What follows belongs to an exercise in optimizing a design on an open flow for small area, a short achievable clock period and few clock cycles; a production flow would make more cautious choices. The RTL was checked by simulation tests, not by an equivalence proof against the original design. No activity file was given, so power comes from the tool's default toggle rates.

==> flow/run.sh <==
#!/bin/bash
# synth_recipe.tcl (not shown) runs the flow's synth.tcl, then flattens the netlist and writes it again
# the make line also repeats each setting of config.mk as NAME=value (left out here)
make -C /OpenROAD-flow-scripts/flow DESIGN_CONFIG=/design/flow/config.mk WORK_HOME=/design/flow/orfs CLKGATE_MAP_FILE= SYNTH_SCRIPT=/design/flow/synth_recipe.tcl finish
==> flow/config.mk <==
export PLATFORM = sky130hd
export DESIGN_NAME = buddy_block_allocator_unit
export DESIGN_NICKNAME = buddy_block_allocator_unit
export VERILOG_FILES = /design/flow/design.v
export SDC_FILE = /design/flow/constraint.sdc
export NUM_CORES = 4
export LEC_CHECK = 0
export CAP_MARGIN = 20
export CORE_MARGIN = 2
export CORE_UTILIZATION = 35
export PLACE_DENSITY = 0.5
export SLEW_MARGIN = 20
==> flow/constraint.sdc <==
create_clock -name core_clock -period 9.0 [get_ports {clk}]
set_input_delay 1.8000 -clock core_clock [delete_from_list [all_inputs] [get_ports {clk}]]
set_output_delay 1.8000 -clock core_clock [all_outputs]
set_load 0.01 [all_outputs]
==> flow/design.v <==
`default_nettype none
package bba_pkg;
    localparam int ENTRIES    = 256;
    localparam int UNIT_BYTES = 32;
    localparam int HEAP_BYTES = ENTRIES * UNIT_BYTES;
    localparam int IDX_W      = $clog2(ENTRIES);
    localparam int CNT_W      = IDX_W + 1;
    localparam int UNIT_SH    = $clog2(UNIT_BYTES);
    localparam int ENTRY_W    = $clog2(HEAP_BYTES) + 2;
    localparam int REQ_W      = 15;
    localparam int SIZE_W     = REQ_W + 1;
    localparam int ADDR_W     = 32;
    localparam logic [31:0] HEAP_BASE_RESET = 32'h2000_1000;
    localparam logic CMD_ALLOC = 1'b0;
    localparam logic CMD_FREE  = 1'b1;
    localparam logic [1:0] ST_OK       = 2'd0;
    localparam logic [1:0] ST_NOSPACE  = 2'd1;
    localparam logic [1:0] ST_RANGE    = 2'd2;
    localparam logic [1:0] ST_NOTALLOC = 2'd3;
    typedef struct packed {
        logic              valid;
        logic [1:0]        status;
        logic [ADDR_W-1:0] addr;
    } res_t;
endpackage
`default_nettype wire
`default_nettype none
module bba_ram #(
    parameter int WIDTH = 16,
    parameter int DEPTH = 512
) (
    input  wire logic                     clk,
    input  wire logic                     we,
    input  wire logic [$clog2(DEPTH)-1:0] addr,
    input  wire logic [WIDTH-1:0]         wdata,
    output logic      [WIDTH-1:0]         rdata
);
    logic [WIDTH-1:0] mem [DEPTH];
    always_ff @(posedge clk)
    begin
        if (we)
        begin
            mem[addr] <= wdata;
        end
        rdata <= mem[addr];
    end
endmodule
`default_nettype wire
`default_nettype none
module bba_engine (
    input  wire logic                  clk,
    input  wire logic                  rst_n,
    input  wire logic [31:0]           heap_base,
    input  wire logic                  in_valid,
    output logic                       in_ready,
    input  wire logic                  cmd,
    input  wire logic [bba_pkg::REQ_W-1:0] req_size,
    input  wire logic [31:0]           free_addr,
    input  wire logic                  res_take,
    output bba_pkg::res_t              res
);
    localparam int ENTRIES = bba_pkg::ENTRIES;
    localparam int UNIT_BYTES = bba_pkg::UNIT_BYTES;
    localparam int HEAP_BYTES = bba_pkg::HEAP_BYTES;
    localparam int IDX_W = bba_pkg::IDX_W;
    localparam int CNT_W = bba_pkg::CNT_W;
    localparam int UNIT_SH = bba_pkg::UNIT_SH;
    localparam int ENTRY_W = bba_pkg::ENTRY_W;
    localparam int REQ_W = bba_pkg::REQ_W;
    localparam int SIZE_W = bba_pkg::SIZE_W;
    localparam logic CMD_ALLOC = bba_pkg::CMD_ALLOC;
    localparam logic [1:0] ST_OK = bba_pkg::ST_OK;
    localparam logic [1:0] ST_NOSPACE = bba_pkg::ST_NOSPACE;
    localparam logic [1:0] ST_RANGE = bba_pkg::ST_RANGE;
    localparam logic [1:0] ST_NOTALLOC = bba_pkg::ST_NOTALLOC;
    localparam logic [3:0] S_CLEAR  = 4'd0;
    localparam logic [3:0] S_IDLE   = 4'd1;
    localparam logic [3:0] S_LEVEL  = 4'd2;
    localparam logic [3:0] S_ARD    = 4'd3;
    localparam logic [3:0] S_ACHK   = 4'd4;
    localparam logic [3:0] S_ASPL   = 4'd5;
    localparam logic [3:0] S_AMW    = 4'd6;
    localparam logic [3:0] S_FRD    = 4'd7;
    localparam logic [3:0] S_FCHK   = 4'd8;
    localparam logic [3:0] S_MWR    = 4'd9;
    localparam logic [3:0] S_MBRD   = 4'd10;
    localparam logic [3:0] S_MBCHK  = 4'd11;
    localparam logic [3:0] S_MW2    = 4'd12;
    localparam logic [3:0] S_FIN    = 4'd13;
    logic [3:0]         state_reg, state_next;
    logic [IDX_W-1:0]   clr_reg, clr_next;
    logic [IDX_W-1:0]   idx_reg, idx_next;
    logic [IDX_W-1:0]   bud_reg, bud_next;
    logic [CNT_W-1:0]   cnt_reg, cnt_next;
    logic [SIZE_W-1:0]  size_reg, size_next;
    logic [ENTRY_W-1:0] cur_reg, cur_next;
    logic               even_reg, even_next;
    logic [31:0]        faddr_reg, faddr_next;
    logic [1:0]         status_reg, status_next;
    logic [31:0]        addr_reg, addr_next;
    logic               ram_we;
    logic [IDX_W-1:0]   ram_addr;
    logic [ENTRY_W-1:0] ram_wdata;
    logic [ENTRY_W-1:0] ram_rdata;
    logic [SIZE_W-1:0]  size_in;
    logic [31:0]        offset;
    logic [31:0]        half_bytes;
    logic [ENTRY_W-1:0] cnt_bytes;
    logic [CNT_W-1:0]   scan_next;
    logic [IDX_W-1:0]   cnt_lo;
    logic [IDX_W-1:0]   mid;
    logic [ENTRY_W-1:0] disp;
    logic [ENTRY_W-1:0] bud_sum;
    logic               even;
    bba_ram #(
        .WIDTH(ENTRY_W),
        .DEPTH(ENTRIES)
    ) u_table (
        .clk  (clk),
        .we   (ram_we),
        .addr (ram_addr),
        .wdata(ram_wdata),
        .rdata(ram_rdata)
    );
    assign size_in    = (req_size < REQ_W'(UNIT_BYTES)) ? SIZE_W'(UNIT_BYTES)
                                                        : SIZE_W'(req_size);
    assign offset     = free_addr - heap_base;
    assign half_bytes = 32'(cnt_reg >> 1) << UNIT_SH;
    assign cnt_bytes  = ENTRY_W'(cnt_reg) << UNIT_SH;
    assign scan_next  = CNT_W'(idx_reg) + cnt_reg;
    assign cnt_lo     = cnt_reg[IDX_W-1:0];
    assign mid        = (idx_reg & ~(cnt_lo - IDX_W'(1))) | cnt_lo;
    assign disp       = cur_reg >> UNIT_SH;
    assign bud_sum    = ENTRY_W'(idx_reg) + disp;
    assign even       = (disp >= ENTRY_W'(ENTRIES)) || ((idx_reg & disp[IDX_W-1:0]) == '0);
    assign in_ready   = (state_reg == S_IDLE);
    assign res.valid  = (state_reg == S_FIN);
    assign res.status = status_reg;
    assign res.addr   = addr_reg;
    always_comb
    begin
        state_next  = state_reg;
        clr_next    = clr_reg;
        idx_next    = idx_reg;
        bud_next    = bud_reg;
        cnt_next    = cnt_reg;
        size_next   = size_reg;
        cur_next    = cur_reg;
        even_next   = even_reg;
        faddr_next  = faddr_reg;
        status_next = status_reg;
        addr_next   = addr_reg;
        ram_we      = 1'b0;
        ram_addr    = idx_reg;
        ram_wdata   = '0;
        case (state_reg)
            S_CLEAR:
            begin
                ram_we    = 1'b1;
                ram_addr  = clr_reg;
                ram_wdata = (clr_reg == '0) ? ENTRY_W'(HEAP_BYTES) : '0;
                clr_next  = clr_reg + IDX_W'(1);
                if (clr_reg == IDX_W'(ENTRIES - 1))
                begin
                    state_next = S_IDLE;
                end
            end
            S_IDLE:
            begin
                if (in_valid)
                begin
                    faddr_next = free_addr;
                    addr_next  = '0;
                    if (cmd == CMD_ALLOC)
                    begin
                        size_next = size_in;
                        cnt_next  = CNT_W'(ENTRIES);
                        if (32'(size_in) > 32'(HEAP_BYTES))
                        begin
                            status_next = ST_NOSPACE;
                            state_next  = S_FIN;
                        end
                        else
                        begin
                            state_next = S_LEVEL;
                        end
                    end
                    else
                    begin
                        idx_next = offset[UNIT_SH +: IDX_W];
                        if (offset >= 32'(HEAP_BYTES))
                        begin
                            status_next = ST_RANGE;
                            state_next  = S_FIN;
                        end
                        else
                        begin
                            state_next = S_FRD;
                        end
                    end
                end
            end
            S_LEVEL:
            begin
                if (cnt_reg > CNT_W'(1) && 32'(size_reg) <= half_bytes)
                begin
                    cnt_next = cnt_reg >> 1;
                end
                else
                begin
                    idx_next   = '0;
                    state_next = S_ARD;
                end
            end
            S_ARD:
            begin
                state_next = S_ACHK;
            end
            S_ACHK:
            begin
                if (!ram_rdata[0] && ram_rdata >= cnt_bytes)
                begin
                    ram_we     = 1'b1;
                    ram_wdata  = cnt_bytes | ENTRY_W'(1);
                    state_next = S_ASPL;
                end
                else if (scan_next >= CNT_W'(ENTRIES))
                begin
                    status_next = ST_NOSPACE;
                    state_next  = S_FIN;
                end
                else
                begin
                    idx_next   = scan_next[IDX_W-1:0];
                    state_next = S_ARD;
                end
            end
            S_ASPL:
            begin
                if (cnt_reg >= CNT_W'(ENTRIES))
                begin
                    status_next = ST_OK;
                    addr_next   = heap_base + (32'(idx_reg) << UNIT_SH);
                    state_next  = S_FIN;
                end
                else if ((idx_reg & cnt_lo) == '0)
                begin
                    ram_addr   = mid;
                    bud_next   = mid;
                    state_next = S_AMW;
                end
                else
                begin
                    cnt_next = cnt_reg << 1;
                end
            end
            S_AMW:
            begin
                ram_addr = bud_reg;
                if (ram_rdata == '0)
                begin
                    ram_we    = 1'b1;
                    ram_wdata = cnt_bytes;
                end
                cnt_next   = cnt_reg << 1;
                state_next = S_ASPL;
            end
            S_FRD:
            begin
                state_next = S_FCHK;
            end
            S_FCHK:
            begin
                if (!ram_rdata[0])
                begin
                    status_next = ST_NOTALLOC;
                    state_next  = S_FIN;
                end
                else
                begin
                    cur_next   = ram_rdata & ~(ENTRY_W'(1));
                    state_next = S_MWR;
                end
            end
            S_MWR:
            begin
                ram_we    = 1'b1;
                ram_wdata = cur_reg;
                even_next = even;
                status_next = ST_OK;
                addr_next   = faddr_reg;
                if (disp == '0)
                begin
                    state_next = S_FIN;
                end
                else if (even)
                begin
                    if (bud_sum >= ENTRY_W'(ENTRIES))
                    begin
                        state_next = S_FIN;
                    end
                    else
                    begin
                        bud_next   = bud_sum[IDX_W-1:0];
                        state_next = S_MBRD;
                    end
                end
                else if (ENTRY_W'(idx_reg) < disp)
                begin
                    state_next = S_FIN;
                end
                else
                begin
                    bud_next   = idx_reg - disp[IDX_W-1:0];
                    state_next = S_MBRD;
                end
            end
            S_MBRD:
            begin
                ram_addr   = bud_reg;
                state_next = S_MBCHK;
            end
            S_MBCHK:
            begin
                if (ram_rdata != cur_reg)
                begin
                    state_next = S_FIN;
                end
                else
                begin
                    ram_we     = 1'b1;
                    ram_addr   = even_reg ? bud_reg : idx_reg;
                    state_next = S_MW2;
                end
            end
            S_MW2:
            begin
                ram_we    = 1'b1;
                ram_addr  = even_reg ? idx_reg : bud_reg;
                ram_wdata = cur_reg << 1;
                cur_next  = cur_reg << 1;
                if (!even_reg)
                begin
                    idx_next = bud_reg;
                end
                state_next = S_MWR;
            end
            S_FIN:
            begin
                if (res_take)
                begin
                    state_next = S_IDLE;
                end
            end
            default:
            begin
                state_next = S_IDLE;
            end
        endcase
    end
    always_ff @(posedge clk or negedge rst_n)
    begin
        if (!rst_n)
        begin
            state_reg <= S_CLEAR;
            clr_reg   <= '0;
        end
        else
        begin
            state_reg <= state_next;
            clr_reg   <= clr_next;
        end
    end
    always_ff @(posedge clk)
    begin
        idx_reg    <= idx_next;
        bud_reg    <= bud_next;
        cnt_reg    <= cnt_next;
        size_reg   <= size_next;
        cur_reg    <= cur_next;
        even_reg   <= even_next;
        faddr_reg  <= faddr_next;
        status_reg <= status_next;
        addr_reg   <= addr_next;
    end
endmodule
`default_nettype wire
`default_nettype none
module buddy_block_allocator_unit (
    input  wire logic                      clk,
    input  wire logic                      rst_n,
    input  wire logic                      cfg_we,
    input  wire logic [31:0]               cfg_wdata,
    input  wire logic                      in_valid,
    output logic                           in_ready,
    input  wire logic                      cmd,
    input  wire logic [bba_pkg::REQ_W-1:0] req_size,
    input  wire logic [31:0]               free_addr,
    output logic                           out_valid,
    input  wire logic                      out_ready,
    output logic [1:0]                     status,
    output logic [31:0]                    result_addr
);
    localparam logic [31:0] HEAP_BASE_RESET = bba_pkg::HEAP_BASE_RESET;
    logic [31:0] heap_base_reg;
    logic        out_valid_reg;
    logic [1:0]  status_reg;
    logic [31:0] addr_reg;
    logic        res_take;
    bba_pkg::res_t        res;
    assign res_take = !out_valid_reg || out_ready;
    bba_engine u_engine (
        .clk      (clk),
        .rst_n    (rst_n),
        .heap_base(heap_base_reg),
        .in_valid (in_valid),
        .in_ready (in_ready),
        .cmd      (cmd),
        .req_size (req_size),
        .free_addr(free_addr),
        .res_take (res_take),
        .res      (res)
    );
    always_ff @(posedge clk or negedge rst_n)
    begin
        if (!rst_n)
        begin
            heap_base_reg <= HEAP_BASE_RESET;
            out_valid_reg <= 1'b0;
        end
        else
        begin
            if (cfg_we)
            begin
                heap_base_reg <= cfg_wdata;
            end
            if (res_take)
            begin
                out_valid_reg <= res.valid;
            end
        end
    end
    always_ff @(posedge clk)
    begin
        if (res_take && res.valid)
        begin
            status_reg <= res.status;
            addr_reg   <= res.addr;
        end
    end
    assign out_valid   = out_valid_reg;
    assign status      = status_reg;
    assign result_addr = addr_reg;
endmodule
`default_nettype wire
==> summary.md <==
| Metric | Value |
|---|---|
| Status | complete, no violations |
| Worst vdd ir | around 350 uV |
| Crit path kind | flop to flop |
| Residual DRC | 0 |
| Slowest cell delay on critical path | 870 ps |
| First-pass GRT wire length | approximately 650000 um |
| Cts bufs inserted | about 430 |
| Worst skew pair latency | 1000 ps |
| Synth Instances | 8363 |
| Initial antenna violation count | 17 |
| Slowest cell on crit path | dfrtp_1 |
| Clock buffer depth | 4 |
| Routed met1 length | 198000 um |
| Detail Route Antenna Nets | 0 |
| RSZ-0062 raised after global routing | false |
| Critical Path End Type | flop |
| Layout cell share with drive strength beyond 1 | 0.179 |
| Yosys warns | 3 |
| Commonest cells after routing, fill and taps aside | 3995 x edfxtp_1, 980 x mux2i_1, 544 x o22ai_1, 480 x mux4_2, 433 x clkbuf_16 |
| Pin count of the biggest net entering global routing | 191 |
| Worst path bufs/invs | 4 |
| R2R Setup Slk | 1420 ps |
| Number of flops mapped to enable cells by yosys | ~4000 |
| Final hold vios | 0 |
| Largest register FFs | between 3000 and 4000 |
| Leakage | approximately 60 nW |
| Worst-path cell chain | inv_1 -> nor3_2 -> nand2_1 -> mux2_2 -> nand3_4 -> buf_12 -> buf_4 -> mux2i_1 -> o22ai_1 -> nor4_1 -> o22ai_1 -> nor4_1 -> buf_4 -> nand3_1 |
| Core Area | between 400000 and 500000 um^2 |
| Final GP Congestion | 0.849 |
| First-pass iteration count of the detailed router | 7 |
| Port Buffers | between 100 and 150 |
| Via count | 83033 |
| Metal3 WL | 25600 um |
| DP HPWL | 275000 um |
| Power, Total | 68.2 mW |
| Die height | 677 um |
| DRT Wirelength | 460000 um |
| Power Dens Cells | 372 nW/um^2 |
| Seq. cell area | 121000 um^2 |
| Die area | between 400000 and 500000 um^2 |
| Vias in the first global route | 83566 |
| TNS Setup | 0 ps |
| Total track usage | 0.195 |
| Mapped Area | ~160000 um^2 |
| Hold Startpoint | u_engine.addr_reg[0]$_DFFE_PP_ |
| Cell variety after synth | 81 |
| Most common cell after layout, fill and taps aside | edfxtp_1 |
| WP data required | 9780 ps |
| Final clock skew | 86.7 ps |
| Worst Path Max Fanout | 90 |
| Final nets | 9073 |
| Setup bufs post-CTS | 0 |
| Area grow syn2layout | 15.6% |
| Reg2reg path depth | 14 |
| Clk sinks | 4055 |
| Worst-Margin Slew | roughly 1300 ps |
| I/O Pins | approximately 120 |
| Routed wire length per instance | 30.2 um |
| CP top delay family | simple AND/OR/NAND/NOR gates |
| Drt via density | 5.45 |
| Slew Viols, Final | 0 |
| HP Class | flop to flop |
| Peak Freq | 132 MHz |
| Main synth FF type | edfxtp_1 |
| Clock transition at path regs | 60 ps |
| TritonCTS clock tree | built |
| Root Buffer | clkbuf_16 |
| Drt initial violations | roughly 9100 |
| Critical Path Source Type | flop |
| Worst Hold Depth | 0 |
| Reg-to-Reg Start | u_engine.state_reg[0]$_DFFE_PN0P_ |
| Site row count | 247 |
| Hold buffers post-CTS | 0 |
| # resized after CTS | 0 |
| Initial core utilization | 0.351 |
| R2R Path End | u_engine.u_table.rdata[1]$_DFF_P_ |
| Synth Net Count | 8537 |
| Post-Syn Area per Cell | 18.9 um^2 |
| CTS H-tree lvls | 5 |
| Multi-input logic area | 35300 um^2 |
| Die Span X | 677 um |
| Final min period | between 7000 and 8000 ps |
| #FFs+latches synth | 4055 |
| Layout fillers | slightly above 40000 |
| Register area share after synthesis | 0.766 |
| Gr ovfl total | 0 |
| Setup Viol. Count Final | 0 |
| Worst relative slew slack | 0.139 |
| Ys async rst share | 0.0111 |
| Met2 wire len | between 200000 and 250000 um |
| Period utilization | 0.842 |
| Hold Path Sink | addr_reg[0]$_DFFE_PP_ |
| Top reg by flops | u_engine.u_table.mem |
| CP arrival | 8360 ps |
| MaxCap Viol Count | 0 |
| Max Used Layer | met5 |
==> how the worst max path moves through the flow <==
stage / startpoint / end / slack (ps) / depth (start not counted)
after floorplan: u_engine.state_reg[1]$_DFFE_PN0P_ / u_engine.u_table.mem[0][14]$_DFFE_PP_ / 100 / 5
after global placement: u_engine.idx_reg[4]$_DFFE_PP_ / u_engine.u_table.rdata[3]$_DFF_P_ / 1560 / 16
after detailed placement: u_engine.state_reg[0]$_DFFE_PN0P_ / u_engine.u_table.rdata[1]$_DFF_P_ / 1540 / 14
after CTS: u_engine.state_reg[0]$_DFFE_PN0P_ / u_engine.u_table.rdata[1]$_DFF_P_ / 1490 / 14
after global routing: u_engine.state_reg[0]$_DFFE_PN0P_ / u_engine.u_table.rdata[1]$_DFF_P_ / 1160 / 14
final: u_engine.state_reg[0]$_DFFE_PN0P_ / u_engine.u_table.rdata[1]$_DFF_P_ / 1420 / 14
==> through the flow <==
stage / setup WS, ps / hold slack (ps) / utilization / cells / cell area (um^2)
floorplan: 100 / 400 / - / 8363 / 158000
global placement: 1560 / 407 / 0.375 / 14437 / 169000
detailed placement: 1540 / 405 / 0.375 / 14443 / 170000
CTS: 1490 / 406 / 0.405 / 15231 / 183000
global route: 1160 / 429 / 0.406 / 15237 / 183000
finish: 1420 / 407 / 0.406 / 15244 / 183000
==> synth_stat cells (all sizes together) (6+ instances only) <==
cell / number / area (um^2)
o21ai: 150 / 751
nand2: 173 / 649
nor2b: 10 / 62.6
a2111oi: 6 / 71.3
dfxtp: 15 / 300
o211ai: 9 / 72.6
nor3: 40 / 210
or4: 6 / 48.8
mux4: 480 / 10800
o22ai: 544 / 3400
and3: 15 / 93.8
o21a: 12 / 90.1
nand3: 45 / 225
a211o: 6 / 52.6
nor2: 326 / 1230
and2: 16 / 100
dfrtp: 43 / 1080
a21o: 29 / 218
xor2: 25 / 219
edfxtp: 3995 / 120000
a22o: 13 / 114
nand4: 72 / 450
a211oi: 9 / 67.6
a221oi: 9 / 78.8
o2111ai: 7 / 61.3
ha: 84 / 1050
xnor2: 49 / 429
a31oi: 8 / 50.1
mux2i: 980 / 9810
nand2b: 10 / 62.6
or2: 8 / 50.1
inv: 99 / 372
or3: 9 / 56.3
a222oi: 9 / 90.1
o21bai: 19 / 143
a22oi: 242 / 1820
clkbuf: 326 / 1220
nor4: 164 / 1030
buf: 151 / 696
a21oi: 69 / 345
mux2: 7 / 78.8
==> report_power, final <==
part | internal (mW) | switching (mW)
clock | 9.83 | 7.35
combinational | 9.10 | 17.8
sequential | 23.7 | 0.408
total | 42.6 | 25.5
==> per-layer routing <==
layer  track usage  vias up
met5             0        -
met4        0.0526       10
met3        0.0273      608
met2         0.324     2507
met1         0.269    44358
li1              -    35550
==> worst register-to-register path, delay by kind of cell (launching register included) <==
kind | cells | cell delay (ps)
compound gates | 2 | 600
buf+inv | 4 | 2210
flops | 1 | 870
mux | 2 | 820
simple gates | 6 | 2890
==> area by class of cell <==
cell class                      count  share of cell area
Inverter                           99             0.00236
Clock inverter                    239              0.0122
Multi-Input combinational cell   3732               0.192
Timing Repair Buffer              584              0.0280
Antenna cell                       10            0.000137
Clock buffer                      549              0.0617
Tap cell                         5976              0.0408
Sequential cell                  4055               0.662
==> cells by family after synthesis <==
group / Yosys count / synth area share
adders and majority gates: 89 / 0.00726
DFF: 4055 / 0.766
and+or+nand+nor: 920 / 0.0284
muxes: 1467 / 0.131
buffers and inverters: 576 / 0.0145
xor gates and xnor gates: 74 / 0.00409
AOI/OAI and AO/OA: 1182 / 0.0492
Testbench counts, summed over its fixed seeds: cycles 107,876.

==> what the ideal ports hide <==
The results above use ideal ports. As a check the final layout listed here was re-extracted and re-timed, cells and wires unchanged. Step 1 (the two cells are an assumption about what drives the block):
set clk [get_ports {clk}]
set_driving_cell -lib_cell sky130_fd_sc_hd__clkbuf_16 $clk
set_driving_cell -lib_cell sky130_fd_sc_hd__buf_2 [delete_from_list [all_inputs] $clk]
Step 2 moves the port delays by t, midway between the first and last clock arrival at a register: inputs arrive t later, outputs are due t later. That takes back most of the time a late clock gives input paths. Three values: ideal ports, drivers, drivers and shift; two values: the first two.
shift t [ns]: 1.072
slack for setup (ns): 1.425 / 1.425 / 1.425
worst slew at a driven data input, ns: 0.10
After both steps setup and hold are still met in this run. The setup slack of this run moves by 0.000 ns with the drivers and by 0.000 ns with both steps.
